This is an optimization exercise on Yosys and OpenROAD, whose aim is small area, not a production implementation. RTL that was checked went through simulation tests only; none was proved equivalent to the original. Power is estimated from default activity; no workload was simulated.

Design csr_top, start of the top module:
module csr_top
(
    input  logic        clk_i,
    input  logic        rst_i,
    input  logic [11:0] csr_raddr_i,
    output logic [31:0] csr_rdata_o,
    input  logic        csr_we_i,
    input  logic [11:0] csr_waddr_i,
    input  logic [31:0] csr_wdata_i,
    input  logic        ext_irq_i,
    input  logic        tmr_irq_i,
    input  logic        sft_irq_i,
    input  logic        xcpt_valid_i,
    input  logic [3:0]  xcpt_cause_i,
    input  logic [31:0] xcpt_tval_i,
    input  logic [31:0] nxt_pc_i,
    output logic        irq_taken_o,
    output logic [31:0] pc_handler_o,
    input  logic        sys_jump_i,
    input  logic        mret_i,
    output logic        sys_jump_o,
    output logic [31:0] sys_jump_pc_o,
    output logic [1:0]  priv_o
);
Size in the first run: about 1100 cells after synthesis, about 290 flip-flops, roughly 230 I/O pins, about 0.012 sq mm of cells after synthesis.
Settings: LEC_CHECK=0, CAP_MARGIN=20, CORE_MARGIN=2, CORE_UTILIZATION=65, SETUP_SLACK_MARGIN=0.1, SLEW_MARGIN=20, SYNTH_HIERARCHICAL=1, SYNTH_MINIMUM_KEEP_SIZE=0; clock period 4.75 ns.
standard.sh (not shown) runs the stock make flow with config.mk's settings and CLKGATE_MAP_FILE= SYNTH_SCRIPT=/design/flow/synth_recipe.tcl, a recipe that flattens the netlist after the stock synthesis.
==> flow/flow/run.sh <==
#!/bin/bash
# Standard layout, with plain buf_1 cells as the port buffers and a clock
# tree of clkbuf_4 cells without dummy loads
cp standard.sh standard_sh.txt
export BUFFER_PORTS_ARGS="-buffer_cell sky130_fd_sc_hd__buf_1"
export CTS_ARGS="-sink_clustering_enable -repair_clock_nets -dont_use_dummy_load -buf_list sky130_fd_sc_hd__clkbuf_4"
bash standard.sh > standard.log 2>&1
==> next run, changes <==
==> flow/flow/run.sh (replaced) <==
#!/bin/bash
# Standard layout, with plain buf_1 cells as the port buffers
cp standard.sh standard_sh.txt
export BUFFER_PORTS_ARGS="-buffer_cell sky130_fd_sc_hd__buf_1"
bash standard.sh > standard.log 2>&1
Settings changed: CORE_UTILIZATION 65 to 40.
What happened:
- worst hold slack improved by 28 ps
- die area goes up by well over a third
- synthesized cell count is unchanged
- routed wire length goes up by a few percent
- combinational power is about the same
- cell area goes up by a few percent
Function was not checked in any run of this note: the RTL went through the layout flow alone.


Setup of delta:
Another version of the RTL of csr_top (not shown whole).
Size: roughly 1,100 cells after synthesis, roughly 290 flip-flops, about 230 I/O pins.
clock: 4.75 ns
lec_check: 0
cap_margin: 20
core_margin: 2
core_utilization: 50
setup_slack_margin: 0.1
slew_margin: 20
synth_hierarchical: 1
synth_minimum_keep_size: 0
==> flow/flow/run.sh <==
#!/bin/bash
# Standard layout, with plain buf_1 cells as the port buffers and a clock
# tree of larger sink clusters without dummy loads
cp standard.sh standard_sh.txt
export BUFFER_PORTS_ARGS="-buffer_cell sky130_fd_sc_hd__buf_1"
export CTS_ARGS="-sink_clustering_enable -repair_clock_nets -dont_use_dummy_load -buf_list sky130_fd_sc_hd__clkbuf_16 -sink_clustering_size 25 -sink_clustering_max_diameter 100"
bash standard.sh > standard.log 2>&1
delta ran to completion and came out clean on the timing, design-rule and antenna checks.
Relative to delta, the following input files were edited for xenon:
Settings: CORE_UTILIZATION: 50 -> 68; SETUP_SLACK_MARGIN: 0.1 -> 0.0; SLEW_MARGIN: 20 -> 10; CAP_MARGIN: 20 -> 10.
xenon vs delta — largest fanout on the critical path rose 1.
Number of buffers inserted by post-CTS setup repair down 1 in xenon wrt delta
Relative area change from synthesis to final layout was lower in the run labelled xenon.
Compared with delta, xenon improves clock skew.
Compared to delta, xenon shows a narrower setup margin.
The number of non-clock buffers of xenon is lower than that of delta.
Via count of the first global-routing pass (lower): delta
Edits applied to the flow inputs when going from xenon to violet:
Settings: CAP_MARGIN: 10 -> 0; SLEW_MARGIN: 10 -> 0.
==> comparison <==
- violet: PASS, flow complete, no timing, DRC or antenna violations
- Clock latency at the later pin of the worst-skew pair of violet is on par with xenon.
- Overall routing resource usage: violet vs xenon identical
- Worst slack at placement came out exactly the same in violet and xenon.
- [compare] base=xenon new=violet: hold slack held; slack of the critical path held; maximum level of the CTS H-tree held; post-place instance area held.
--- input diff violet..harbor ---
Settings: a change of SLEW_MARGIN from 0 to 10; a change of SETUP_SLACK_MARGIN from 0.0 to 0.05; a change of CORE_UTILIZATION from 68 to 58; a change of CAP_MARGIN from 0 to 10.
Notes after the runs:
- Having completed the whole flow, harbor delivered a layout that passed the timing, design-rule and antenna checks.
- Summary — number of fill cells, harbor relative to violet: higher, by 440.
- harbor gives more total power of the final layout than violet did.
- Looking at cell area across violet and harbor, the one that comes out higher is harbor.
- ~same combinational power in violet and harbor

==> separate check: timing with driven ports <==
The results above use ideal ports. As a check the final layouts listed here were re-extracted and re-timed, cells and wires unchanged. Step 1 sets driving cells, clkbuf_16 on the clock port and buf_2 on the other inputs (assumed; they add their load-dependent delay and slew). Step 2 adds t to the input delays and takes it off the output delays; t is the mean of the earliest and latest rising clock arrival at the registers after step 1. Input paths then give back, and output paths get back, about the clock's delay inside the block. Three values: ideal, step 1, step 2; two values: the first two.
run	shift t [ns]	setup WS [ns]	hold slack, ns	worst register clock-pin slew, ns	worst slew at a driven data input, ns
the first run of note 1	0.712	0.072 / 0.051 / 0.051	0.450 / 0.433 / 0.478	0.07 / 0.07	0.07
the second run of note 1	0.554	0.155 / 0.111 / 0.111	0.478 / 0.478 / 0.478	0.07 / 0.07	0.07
delta	0.541	0.196 / 0.149 / 0.267	0.488 / 0.488 / 0.488	0.11 / 0.11	0.04
xenon	0.528	0.163 / 0.115 / 0.234	0.488 / 0.488 / 0.488	0.10 / 0.10	0.04
violet	0.528	0.163 / 0.115 / 0.234	0.488 / 0.488 / 0.488	0.10 / 0.10	0.04
harbor	0.529	0.225 / 0.178 / 0.301	0.466 / 0.466 / 0.466	0.10 / 0.10	0.05
After both steps setup and hold are still met in every run listed. For the second run of note 1, which loses most, drivers alone change the setup slack by -0.044 ns; drivers and shift together by -0.044 ns.
